Source: an optimization exercise on an open RTL-to-GDS flow (aim: small area, a short achievable clock period and few clock cycles per item). Production flows keep margins and buffers that such runs may drop. Only simulation tests tie the RTL to the original design; equivalence was not proved. Power figures rest on the tool's default switching activity, not on a simulated workload.

tundra:
Design psg_top, start of the top module:
module psg_top
(
	input  logic                clk_i,
	input  logic                rst_i,
	input  logic                wr_i,
	input  logic [ADR_W-1:0]    adr_i,
	input  logic [DATA_W-1:0]   dat_i,
	input  logic                credit_i,
	output logic                sample_valid_o,
	output logic [SAMPLE_W-1:0] aud_o
);
	logic [NVOICE*CFG_W-1:0] cfg;
	logic [VOL_W-1:0] volume;
	logic mul_valid;
	logic vol_valid;
	logic [NVOICE*WAVE_W-1:0] wave;
	logic [NVOICE*ENV_W-1:0]  level;
	voice_regs u_regs (
		.clk_i    (clk_i),
		.rst_i    (rst_i),
		.wr_i     (wr_i),
		.adr_i    (adr_i),
		.dat_i    (dat_i),
		.cfg_o    (cfg),
		.volume_o (volume)
	);
	frame_sequencer u_seq (
		.clk_i       (clk_i),
		.rst_i       (rst_i),
		.credit_i    (credit_i),
		.mul_valid_o (mul_valid),
		.vol_valid_o (vol_valid),
		.out_valid_o (sample_valid_o)
	);
	envelope_stage u_env (
		.clk_i   (clk_i),
		.rst_i   (rst_i),
		.cfg_i   (cfg),
		.step_i  (credit_i),
		.level_o (level)
	);
	phase_stage u_phase (
		.clk_i  (clk_i),
		.rst_i  (rst_i),
		.cfg_i  (cfg),
		.step_i (mul_valid),
		.wave_o (wave)
	);
	mix_stage u_mix (
		.clk_i    (clk_i),
		.wave_i   (wave),
		.level_i  (level),
		.volume_i (volume),
		.aud_o    (aud_o)
	);
endmodule
For scale: roughly 4100 cells after synthesis, roughly 58 I/O pins, ~0.040 mm^2 of cells after synthesis.
==> flow/config.mk <==
export PLATFORM = sky130hd
export DESIGN_NAME = psg_top
export DESIGN_NICKNAME = psg_top
export VERILOG_FILES = /design/flow/design.v
export SDC_FILE = /design/flow/constraint.sdc
export NUM_CORES = 4
export LEC_CHECK = 0
export CAP_MARGIN = 20
export CORE_MARGIN = 2
export CORE_UTILIZATION = 40
export SLEW_MARGIN = 20
==> flow/constraint.sdc <==
create_clock -name core_clock -period 11.0 [get_ports {clk_i}]
set_input_delay 2.2000 -clock core_clock [delete_from_list [all_inputs] [get_ports {clk_i}]]
set_output_delay 2.2000 -clock core_clock [all_outputs]
set_load 0.01 [all_outputs]
standard.sh (not shown) runs the stock make flow with config.mk's settings and CLKGATE_MAP_FILE= SYNTH_SCRIPT=/design/flow/synth_recipe.tcl, a recipe that flattens the netlist after the stock synthesis.
==> flow/flow/run.sh <==
#!/bin/bash
set -euo pipefail
bash standard.sh SETUP_SLACK_MARGIN=7 finish > make_finish.log 2>&1
Testbench counts of tundra, summed over its fixed seeds: cycles 4,887, items 4,079.
## Diff of input files: xenon against tundra
==> flow/run.sh (new file) <==
#!/bin/bash
# synth_recipe.tcl (not shown) runs the flow's synth.tcl, then flattens the netlist and writes it again
# the make line also repeats each setting of config.mk as NAME=value (left out here)
make -C /OpenROAD-flow-scripts/flow DESIGN_CONFIG=/design/flow/config.mk WORK_HOME=/design/flow/orfs CLKGATE_MAP_FILE= SYNTH_SCRIPT=/design/flow/synth_recipe.tcl finish
removed: flow/flow/run.sh
removed: flow/standard.sh
==> comparison <==
Between xenon and tundra, the number of instances in the placed design figures differ only marginally.
xenon vs. tundra: ratio of final minimum period to clock period higher; final weighted congestion in routability-driven placement roughly the same; clock period minus worst slack higher; internal portion of total power lower; number of iterations in the first detailed-routing pass higher.
Min global-route wire length before repair across tundra and xenon: xenon
Comparing part of the power in the clock network for tundra and xenon, the smaller number came from tundra.
Overall power after layout (xenon vs. tundra) decreases by a few percent
xenon went all the way through synthesis, placement and routing and the layout is clean on timing, DRC and antenna.

exp/umber:
Another version of the RTL of psg_top (not shown whole).
For scale: roughly 4,500 cells after synthesis, about 580 flip-flops, ~58 I/O pins.
==> flow/config.mk <==
export PLATFORM = sky130hd
export DESIGN_NAME = psg_top
export DESIGN_NICKNAME = psg_top
export VERILOG_FILES = /design/flow/design.v
export SDC_FILE = /design/flow/constraint.sdc
export NUM_CORES = 4
export LEC_CHECK = 0
export CAP_MARGIN = 20
export CORE_MARGIN = 2
export CORE_UTILIZATION = 40
export SLEW_MARGIN = 20
==> flow/constraint.sdc <==
create_clock -name core_clock -period 11.0 [get_ports {clk_i}]
set_input_delay 2.2000 -clock core_clock [delete_from_list [all_inputs] [get_ports {clk_i}]]
set_output_delay 2.2000 -clock core_clock [all_outputs]
set_load 0.01 [all_outputs]
==> flow/flow/run.sh <==
#!/bin/bash
set -euo pipefail
bash standard.sh SETUP_SLACK_MARGIN=7 finish > make_finish.log 2>&1
Testbench counts of exp/umber, summed over its fixed seeds: cycles 4,970, items 4,079.
Setup changes, exp/umber to exp/sierra
Settings: putting CTS_BUF_LIST at sky130_fd_sc_hd__clkbuf_4 sky130_fd_sc_hd__clkbuf_8 where nothing was set.
Notes after the runs:
- Between exp/umber and exp/sierra, the flow reports via count increasing slightly.
- exp/sierra vs. exp/umber: final-layout non-clock buffer area share flat, clock group share of total power down 1.8 points, peak per-stage delay on the critical path up 0.07 ns.
- Compared with exp/umber, exp/sierra shows pin count of the biggest net entering global routing lower by 32.
- met1 usage is lower on exp/umber
- Comparing exp/umber against exp/sierra, there is no change at all in xor/xnor cell area share of the yosys netlist.
- In the tables for exp/sierra and exp/umber, data required time at the worst endpoint reads higher with exp/sierra.
- [compare] base=exp/umber new=exp/sierra: global-route wire length before repair did not really move, worst setup slack went up.
Changes in exp/harbor relative to exp/sierra:
Settings: CTS_BUF_LIST removed (was sky130_fd_sc_hd__clkbuf_4 sky130_fd_sc_hd__clkbuf_8).
==> flow/flow/run.sh <==
#!/bin/bash
set -euo pipefail
bash standard.sh SETUP_SLACK_MARGIN=8 finish > make_finish.log 2>&1
--- outcome ---
Cmp exp/harbor vs exp/sierra: first-pass iteration count of the detailed router higher in exp/harbor
Comparing exp/harbor against exp/sierra, there is no change at all in largest driver fanout on the critical path.
Compared to exp/sierra, exp/harbor has post-layout instance area 14% higher.
exp/harbor against exp/sierra: multi-input gate share of the layout cell area moved down; clock power share moved down; total number of vias moved up.
diff inputs: exp/harbor => exp/delta
Settings: CORE_UTILIZATION now 60, was 40; PLACE_DENSITY now 0.75, previously not set.
==> flow/flow/run.sh <==
#!/bin/bash
set -euo pipefail
bash standard.sh SETUP_SLACK_MARGIN=7 finish > make_finish.log 2>&1
## What came out
exp/delta vs. exp/harbor: wire length of the first global-routing pass went down by about 8%.
Taking exp/harbor as the reference, in exp/delta violation count after the first detailed-routing iteration increased 408, post-placement worst setup slack -0.18 ns, number of diodes now larger.
NOTE: power density over cell area in exp/delta exceeds that of exp/harbor
Run comparison: exp/harbor startpoint of the most critical setup path u_regs.freq_q[0][0]; exp/delta startpoint of the most critical setup path u_regs.freq_q[2][0]
Part of the power in registers: exp/delta vs exp/harbor up 3.1 points
Relative area change from synthesis to final layout (exp/delta over exp/harbor): decrease, 17 points
exp/delta against exp/harbor: placed instance area -about 3.4%, number of vias after detailed routing -1,021.
In the metrics for exp/delta and exp/harbor, the one carrying the higher number of gates on the worst path with buffers counted is exp/delta.

psg_top again, from the RTL that the note above started with.
clock: 11.0 ns
lec_check: 0
cap_margin: 20
core_margin: 2
core_utilization: 40
slew_margin: 20
==> flow/flow/run.sh <==
#!/bin/bash
set -euo pipefail
bash standard.sh SETUP_SLACK_MARGIN=7.5 finish > make_finish.log 2>&1
The starting point completed with no timing, DRC or antenna violations.
Testbench counts at the start, summed over its fixed seeds: cycles 4,970, items 4,079.
Change:
==> flow/flow/run.sh (replaced) <==
#!/bin/bash
set -euo pipefail
bash standard.sh SETUP_SLACK_MARGIN=7 finish > make_finish.log 2>&1
ABC_AREA = 1   (was unset)
The new run ran to the end with no violations.
Routed wire length grows by 2.9%.
Via count rises by 10%.
Utilization fell by 3.1 points.
Hold slack loses 0.043 ns.
Cell area falls by 2.2%.
Setup slack gets better by 0.046 ns.
Clock-buffer cell count drops by 3.
Synthesized cell count climbs by 27%.
Change:
==> flow/run.sh (new file) <==
#!/bin/bash
# synth_recipe.tcl (not shown) runs the flow's synth.tcl, then flattens the netlist and writes it again
# the make line also repeats each setting of config.mk as NAME=value (left out here)
make -C /OpenROAD-flow-scripts/flow DESIGN_CONFIG=/design/flow/config.mk WORK_HOME=/design/flow/orfs CLKGATE_MAP_FILE= SYNTH_SCRIPT=/design/flow/synth_recipe.tcl finish
ABC_AREA = unset   (was 1)
removed: flow/flow/run.sh
removed: flow/standard.sh
After rerunning: Cell count is lower by about 18%. Synthesized area shrinks by 3.9%. Combinational power shrinks by about 23%. Die area drops by about 4%. Global-route usage goes down by 0.87 points. Wire length shrinks by about 10%.

Another version of the RTL of psg_top (not shown whole).
For scale: about 4,300 cells after synthesis, about 58 I/O pins, roughly 44,000 um^2 of cells after synthesis.
==> flow/config.mk <==
export PLATFORM = sky130hd
export DESIGN_NAME = psg_top
export DESIGN_NICKNAME = psg_top
export VERILOG_FILES = /design/flow/design.v
export SDC_FILE = /design/flow/constraint.sdc
export NUM_CORES = 4
export LEC_CHECK = 0
export CAP_MARGIN = 20
export CORE_MARGIN = 2
export CORE_UTILIZATION = 40
export CTS_CLUSTER_DIAMETER = 100
export CTS_CLUSTER_SIZE = 24
export SLEW_MARGIN = 20
==> flow/constraint.sdc <==
create_clock -name core_clock -period 11.0 [get_ports {clk_i}]
set_input_delay 2.2000 -clock core_clock [delete_from_list [all_inputs] [get_ports {clk_i}]]
set_output_delay 2.2000 -clock core_clock [all_outputs]
set_load 0.01 [all_outputs]
==> flow/flow/run.sh <==
#!/bin/bash
set -euo pipefail
R="$PWD/orfs/results/sky130hd/psg_top/base"
bash standard.sh SETUP_SLACK_MARGIN=6.5 synth > make_synth.log 2>&1
cp "$R/1_2_yosys.v" "$R/1_2_yosys_std.v"
python3 flow/invopt.py "$R/1_2_yosys_std.v" "$R/1_2_yosys.v" > invopt.log 2>&1
rm -f "$R/1_synth.odb" "$R/1_synth.sdc"
bash standard.sh SETUP_SLACK_MARGIN=6.5 finish > make_finish.log 2>&1
Other scripts of this flow, unchanged in this note and not shown: flow/flow/invopt.py
Testbench counts at the start, summed over its fixed seeds: cycles 4,970, items 4,079.
Rerun with:
--- a/flow/flow/run.sh
+++ b/flow/flow/run.sh
@@ -4 +4 @@
-bash standard.sh SETUP_SLACK_MARGIN=6.5 synth > make_synth.log 2>&1
+bash standard.sh SETUP_SLACK_MARGIN=7 synth > make_synth.log 2>&1
@@ -8 +8 @@
-bash standard.sh SETUP_SLACK_MARGIN=6.5 finish > make_finish.log 2>&1
+bash standard.sh SETUP_SLACK_MARGIN=7 finish > make_finish.log 2>&1
Settings changed: CORE_UTILIZATION 40 to 50.
- total power came out lower by 0.75%
- setup slack improves by 370 ps
- wire length goes down by about 1.9%
- count of clock-buffer cells in the layout decreases by 2
- synthesized area is unchanged

[static timing again, ports no longer ideal]
No port has a modelled driver above. Below, the same layouts with a new extraction and two added sets of constraints.
Step 1 (the two cells are an assumption about what drives the block):
set clk [get_ports {clk_i}]
set_driving_cell -lib_cell sky130_fd_sc_hd__clkbuf_16 $clk
set_driving_cell -lib_cell sky130_fd_sc_hd__buf_2 [delete_from_list [all_inputs] $clk]
Step 2 moves the port delays by t, midway between the first and last clock arrival at a register: inputs arrive t later, outputs are due t later. That takes back most of the time a late clock gives input paths.
Slacks: no drivers / after step 1 / after step 2; pairs: no drivers / after step 1.
run | t, ns | setup WS [ns] | worst setup path after step 2 | worst slew at a driven data input, ns
tundra | 0.718 | 5.821 / 5.758 / 6.178 | register to register | 0.07
xenon | 0.689 | 4.825 / 4.755 / 5.444 | register to output | 0.05
exp/umber | 0.696 | 6.900 / 6.900 / 6.311 | input to register | 0.15
exp/sierra | 0.836 | 6.911 / 6.911 / 6.304 | input to register | 0.14
exp/harbor | 0.703 | 7.032 / 7.032 / 6.893 | input to register | 0.09
exp/delta | 0.689 | 6.787 / 6.787 / 6.305 | input to register | 0.05
the first run of note 3 | 0.714 | 6.962 / 6.962 / 6.662 | input to register | 0.13
the second run of note 3 | 0.699 | 7.008 / 7.008 / 6.364 | input to register | 0.05
the third run of note 3 | 0.698 | 5.654 / 5.672 / 4.975 | input to register | 0.20
the first run of note 4 | 0.699 | 6.671 / 6.686 / 6.007 | input to register | 0.09
the second run of note 4 | 0.671 | 7.044 / 7.044 / 6.426 | input to register | 0.07
After both steps every run listed still meets setup and hold. The setup slack of the third run of note 3, which loses most, moves by +0.018 ns with the drivers and by -0.679 ns with both steps.
